What follows belongs to an exercise in optimizing a design on an open flow for small area; a production flow would make more cautious choices. In this exercise RTL edits were held to simulation tests only and were not proved equivalent to the original. No activity file was given, so power comes from the tool's default toggle rates.

==> 02-11: inputs <==
Design icmp_tx_top, start of the top module:
module icmp_tx_top #(
    parameter logic [47:0] board_mac = 48'h00_11_22_33_44_55,
    parameter logic [31:0]  board_ip  = {8'd192, 8'd168, 8'd1, 8'd123}
) (
    input  logic        clk,
    input  logic        rst_n,
    input  logic        start,
    input  logic [47:0] req_dest_mac,
    input  logic [31:0] req_dest_ip,
    input  logic [15:0] req_icmp_id,
    input  logic [15:0] req_icmp_seq,
    input  logic [15:0] req_payload_len,
    input  logic [31:0] req_payload_sum,
    input  logic [7:0]  payload_data,
    output logic        busy,
    output logic        payload_rd,
    output logic        gmii_tx_en,
    output logic [7:0]  gmii_txd,
    output logic        tx_done
);
==> flow/config.mk <==
export PLATFORM = sky130hd
export DESIGN_NAME = icmp_tx_top
export DESIGN_NICKNAME = icmp_tx_top
export VERILOG_FILES = /design/flow/design.v
export SDC_FILE = /design/flow/constraint.sdc
export NUM_CORES = 4
export LEC_CHECK = 0
export CAP_MARGIN = 20
export CORE_MARGIN = 2
export CORE_UTILIZATION = 40
export CTS_BUF_LIST = sky130_fd_sc_hd__clkbuf_16
export CTS_CLUSTER_DIAMETER = 100
export CTS_CLUSTER_SIZE = 28
export PLACE_DENSITY = 0.6
export SLEW_MARGIN = 20
export SYNTH_HIERARCHICAL = 1
export SYNTH_MINIMUM_KEEP_SIZE = 0
==> flow/constraint.sdc <==
create_clock -name core_clock -period 8.0 [get_ports {clk}]
set_input_delay 1.6000 -clock core_clock [delete_from_list [all_inputs] [get_ports {clk}]]
set_output_delay 1.6000 -clock core_clock [all_outputs]
set_load 0.01 [all_outputs]
standard.sh (not shown) runs the stock make flow with config.mk's settings and CLKGATE_MAP_FILE= SYNTH_SCRIPT=/design/flow/synth_recipe.tcl, a recipe that flattens the netlist after the stock synthesis.
==> flow/flow/run.sh <==
#!/bin/bash
# The standard layout with two changes: the combinational logic is mapped
# with an area-oriented ABC script (flow/area.abc), and the port buffers are
# the smallest buffer cell. Everything else is standard.sh unchanged.
set -euo pipefail
W=$PWD
export BUFFER_PORTS_ARGS="-buffer_cell sky130_fd_sc_hd__buf_1"
export MY_ABC_SCRIPT=$W/flow/area.abc
cat flow/abc_override.tcl synth_recipe.tcl > my_synth.tcl
sed "s#SYNTH_SCRIPT=[^ ]*#SYNTH_SCRIPT=$W/my_synth.tcl#" standard.sh > my_standard.sh
grep -q "SYNTH_SCRIPT=$W/my_synth.tcl" my_standard.sh
bash my_standard.sh > standard_flow.log 2>&1
==> flow/flow/abc_override.tcl <==
# Map the combinational logic with the area-oriented ABC script in MY_ABC_SCRIPT
# instead of ORFS's speed script. Registers are mapped before ABC runs, so they
# are the same as in the standard synthesis.
proc abc {args} {
  set i [lsearch $args -script]
  if {$i >= 0 && [info exists ::env(MY_ABC_SCRIPT)]} { lset args [expr {$i+1}] $::env(MY_ABC_SCRIPT) }
  yosys abc {*}$args
}
==> flow/flow/area.abc <==
strash
ifraig
balance -l
resub -K 6 -l
rewrite -l
resub -K 6 -N 2 -l
refactor -l
resub -K 8 -l
balance -l
resub -K 8 -N 2 -l
rewrite -l
resub -K 10 -l
rewrite -z -l
resub -K 10 -N 2 -l
balance -l
resub -K 12 -l
refactor -z -l
resub -K 12 -N 2 -l
rewrite -z -l
balance -l
strash
&get -n
&st
&dch -f
&nf -R 1000
&put
strash
&get -n
&st
&dch -f
&nf -R 1000
&put
buffer -c
topo
dnsize -c
==> inputs of 08-01, as changes to 02-11 <==
==> flow/design.v (replaced) <==
module icmp_tx_top #(
    parameter logic [47:0] board_mac = 48'h00_11_22_33_44_55,
    parameter logic [31:0]  board_ip  = {8'd192, 8'd168, 8'd1, 8'd123}
) (
    input  logic        clk,
    input  logic        rst_n,
    input  logic        start,
    input  logic [47:0] req_dest_mac,
    input  logic [31:0] req_dest_ip,
    input  logic [15:0] req_icmp_id,
    input  logic [15:0] req_icmp_seq,
    input  logic [15:0] req_payload_len,
    input  logic [31:0] req_payload_sum,
    input  logic [7:0]  payload_data,
    output logic        busy,
    output logic        payload_rd,
    output logic        gmii_tx_en,
    output logic [7:0]  gmii_txd,
    output logic        tx_done
);
    localparam logic [6:0] F_PRE   = 7'd4;     
    localparam logic [6:0] F_HDR   = 7'd12;    
    localparam logic [6:0] F_BODY  = 7'd54;    
    localparam logic [6:0] F_BLAST = 7'd71;    
    localparam logic [6:0] F_FCS   = 7'd72;
    localparam logic [6:0] F_DONE  = 7'd76;
    localparam logic [6:0] F_IDLE  = 7'd77;
    localparam logic [31:0] CRC_POLY = 32'hedb8_8320;
    localparam logic [31:0] IP_CONST = 32'h0000_4500 + 32'h0000_4000 + 32'h0000_8001
                                     + 32'(board_ip[31:16]) + 32'(board_ip[15:0]);
    localparam logic [15:0] IP_K = IP_CONST[15:0] + 16'(IP_CONST[31:16]);
    function automatic logic [31:0] crc_tbl(input logic [7:0] x);
        logic [31:0] c;
        c = {24'd0, x};
        for (int i = 0; i < 8; i++) begin
            if (c[0])
                c = (c >> 1) ^ CRC_POLY;
            else
                c = c >> 1;
        end
        crc_tbl = c;
    endfunction
    logic [6:0]  f;
    logic        idle;
    logic        accept;
    logic        rd;
    logic        rd_q;
    logic [15:0] tlen;       
    logic [15:0] ip_id;
    logic [5:0][7:0] mac_r;
    logic [3:0][7:0] dip_r;
    logic [3:0][7:0] ids_r;
    logic [1:0][7:0] ipa;    
    logic [1:0][7:0] ica;    
    logic        ipc, icc;   
    logic [31:0] crc;
    logic [7:0]  tx;
    assign idle   = (f == F_IDLE) | (f == F_DONE);
    assign busy   = ~idle;
    assign accept = start & idle;
    assign rd     = (f >= F_BODY - 7'd1) & (f <= F_BLAST) & (tlen != 16'd28);
    always_ff @(posedge clk or negedge rst_n) begin
        if (!rst_n) begin
            f     <= F_IDLE;
            ip_id <= '0;
        end else begin
            if (accept) begin
                f     <= '0;
                ip_id <= ip_id + 16'd1;
            end else if (f != F_IDLE && !(f == F_BLAST && rd)) begin
                f <= f + 7'd1;
            end
        end
    end
    logic [15:0] tborrow;
    logic [15:0] tlen_dec;
    logic [15:0] len28;
    logic [31:0] req_ids;
    assign req_ids  = {req_icmp_id, req_icmp_seq};
    assign len28    = req_payload_len + 16'd28;
    assign tlen_dec = tlen ^ tborrow;
    always_comb begin
        tborrow[0] = rd;
        for (int i = 1; i < 16; i++) tborrow[i] = tborrow[i-1] & ~tlen[i-1];
    end
    logic [7:0] ipa_in, ipa_b, ica_b;
    logic [8:0] ipa_s, ica_s;
    always_comb begin
        ipa_in = ipa[0];
        if (f == 7'd2) ipa_in = IP_K[15:8];
        if (f == 7'd3) ipa_in = IP_K[7:0];
        ipa_b = 8'd0;
        case (f)
            7'd2: ipa_b = tlen[15:8];
            7'd3: ipa_b = tlen[7:0];
            7'd4: ipa_b = ip_id[15:8];
            7'd5: ipa_b = ip_id[7:0];
            7'd6, 7'd7, 7'd8, 7'd9: ipa_b = dip_r[0];
            default: ;
        endcase
        ica_b = 8'd0;
        case (f)
            7'd0, 7'd1: ica_b = ipa[0];
            7'd2, 7'd3, 7'd4, 7'd5: ica_b = ids_r[0];
            default: ;
        endcase
        ipa_s = 9'(ipa_in) + 9'(ipa_b) + 9'(ipc);
        ica_s = 9'(ica[0]) + 9'(ica_b) + 9'(icc);
    end
    logic [5:0][7:0] mac_d;
    logic [3:0][7:0] dip_d;
    logic [3:0][7:0] ids_d;
    logic [1:0][7:0] ipa_d;
    logic [1:0][7:0] ica_d;
    logic [15:0] tlen_d;
    for (genvar i = 0; i < 6; i++) begin : g_mac
        cap_mux8 u_cap (.ld(idle), .hd(busy), .a(req_dest_mac[47 - 8*i -: 8]),
                        .b(mac_r[(i + 1) % 6]), .y(mac_d[i]));
    end
    for (genvar i = 0; i < 4; i++) begin : g_ring4
        cap_mux8 u_dip (.ld(idle), .hd(busy), .a(req_dest_ip[31 - 8*((i + 2) % 4) -: 8]),
                        .b(dip_r[(i + 1) % 4]), .y(dip_d[i]));
        cap_mux8 u_ids (.ld(idle), .hd(busy), .a(req_ids[31 - 8*((i + 2) % 4) -: 8]),
                        .b(ids_r[(i + 1) % 4]), .y(ids_d[i]));
    end
    cap_mux8 u_ipa0 (.ld(idle), .hd(busy), .a(req_payload_sum[31:24]), .b(ipa[1]),     .y(ipa_d[0]));
    cap_mux8 u_ipa1 (.ld(idle), .hd(busy), .a(req_payload_sum[23:16]), .b(ipa_s[7:0]), .y(ipa_d[1]));
    cap_mux8 u_ica0 (.ld(idle), .hd(busy), .a(req_payload_sum[15:8]),  .b(ica[1]),     .y(ica_d[0]));
    cap_mux8 u_ica1 (.ld(idle), .hd(busy), .a(req_payload_sum[7:0]),   .b(ica_s[7:0]), .y(ica_d[1]));
    cap_mux8 u_tl0  (.ld(idle), .hd(busy), .a(len28[7:0]),  .b(tlen_dec[7:0]),  .y(tlen_d[7:0]));
    cap_mux8 u_tl1  (.ld(idle), .hd(busy), .a(len28[15:8]), .b(tlen_dec[15:8]), .y(tlen_d[15:8]));
    always_ff @(posedge clk) begin
        rd_q  <= rd;
        mac_r <= mac_d;
        dip_r <= dip_d;
        ids_r <= ids_d;
        ipa   <= ipa_d;
        ica   <= ica_d;
        tlen  <= tlen_d;
        ipc   <= busy & ipa_s[8];
        icc   <= busy & ica_s[8];
    end
    always_comb begin
        tx = 8'h00;
        if (f >= F_PRE && f < F_HDR - 7'd1) tx = 8'h55;
        case (f)
            7'd11: tx = 8'hd5;
            7'd12, 7'd13, 7'd14, 7'd15, 7'd16, 7'd17: tx = mac_r[0];
            7'd18: tx = board_mac[47:40];
            7'd19: tx = board_mac[39:32];
            7'd20: tx = board_mac[31:24];
            7'd21: tx = board_mac[23:16];
            7'd22: tx = board_mac[15:8];
            7'd23: tx = board_mac[7:0];
            7'd24: tx = 8'h08;
            7'd26: tx = 8'h45;
            7'd28: tx = tlen[15:8];
            7'd29: tx = tlen[7:0];
            7'd30: tx = ip_id[15:8];
            7'd31: tx = ip_id[7:0];
            7'd32: tx = 8'h40;
            7'd34: tx = 8'h80;
            7'd35: tx = 8'h01;
            7'd36, 7'd37: tx = ~ipa[0];
            7'd38: tx = board_ip[31:24];
            7'd39: tx = board_ip[23:16];
            7'd40: tx = board_ip[15:8];
            7'd41: tx = board_ip[7:0];
            7'd42, 7'd43, 7'd44, 7'd45: tx = dip_r[0];
            7'd48, 7'd49: tx = ~ica[0];
            7'd50, 7'd51, 7'd52, 7'd53: tx = ids_r[0];
            default: ;
        endcase
        if (f >= F_BODY && f <= F_BLAST && rd_q) tx = payload_data;
        if (f >= F_FCS && f < F_DONE) tx = ~crc[7:0];
    end
    logic       crc_on;
    logic [7:0] crc_x;
    assign crc_on = (f >= F_HDR) && (f <= F_BLAST);
    assign crc_x  = crc_on ? (crc[7:0] ^ tx) : 8'h00;
    always_ff @(posedge clk) begin
        crc <= {(crc_on ? 8'h00 : 8'hff), crc[31:8]} ^ crc_tbl(crc_x);
    end
    assign gmii_tx_en = (f >= F_PRE) && (f < F_DONE);
    assign gmii_txd   = tx;
    assign payload_rd = rd;
    assign tx_done    = (f == F_DONE);
endmodule
module cap_mux8 (
    input  logic       ld,
    input  logic       hd,
    input  logic [7:0] a,
    input  logic [7:0] b,
    output logic [7:0] y
);
    assign y = (a & {8{ld}}) | (b & {8{hd}});
endmodule
--- a/flow/config.mk
+++ b/flow/config.mk
@@ -10,8 +10,6 @@
 export CORE_UTILIZATION = 40
 export CTS_BUF_LIST = sky130_fd_sc_hd__clkbuf_16
 export CTS_CLUSTER_DIAMETER = 100
 export CTS_CLUSTER_SIZE = 28
 export PLACE_DENSITY = 0.6
 export SLEW_MARGIN = 20
-export SYNTH_HIERARCHICAL = 1
-export SYNTH_MINIMUM_KEEP_SIZE = 0
==> run summary <==
                                                                        08-01                  02-11
Internal power of the cells                                          1.531 mW               3.156 mW
Most frequent CP cell                                sky130_fd_sc_hd__o21ai_0  sky130_fd_sc_hd__fa_1
Number of placed instances with taps included                           1,700                  1,284
Group drawing the most power                                 sequential cells    combinational cells
Result of the run                            no timing/DRC/antenna violations  no timing/DRC/antenna violations
Multiplexer fraction of the synthesized cell area                     0.3166%                0.2157%
Count of plain and timing-repair buffers                                  186                    189
Fmax                                                                171.5 MHz              174.8 MHz
Met2 usage                                                             33.63%                 29.56%
Highest cell delay on the worst timing path                            630 ps                 760 ps
Layout cells sized above 1                                             2.010%                 3.150%
CTS clk-pin slew, worst paths                                          100 ps                 110 ps
Final routed wirelength across all metal layers                     28,730 um              25,910 um
Wire length of the first global-routing pass                        45,040 um              38,900 um
Crit path buf inv count                                                     2                      4
Static leakage                                                       5.123 nW               4.676 nW
Summed area of non-filler cells in the final layout             0.01115 sq mm          0.01049 sq mm
Complex-gate fraction of the synthesized area                          12.13%                 23.53%

separate check: timing with driven ports:
No port has a modelled driver above. Below, the same layouts with a new extraction and two added sets of constraints. Step 1 assumes that a clkbuf_16 drives the clock port and a buf_2 every other input. Step 2 moves the port delays by t, midway between the first and last clock arrival at a register: inputs arrive t later, outputs are due t later. That takes back most of the time a late clock gives input paths. a / b / c = ideal / step 1 / step 2; a / b = the first two.
run	t (ns)	setup slack, ns	worst hold slack (ns)	worst setup path at the end	clock arrival spread, ns
02-11	0.508	2.279 / 2.279 / 2.279	0.430 / 0.430 / 0.430	register to register	0.015 / 0.015
08-01	0.530	2.167 / 2.121 / 2.558	0.412 / 0.412 / 0.412	register to register	0.035 / 0.035
After both steps every run listed still meets setup and hold.
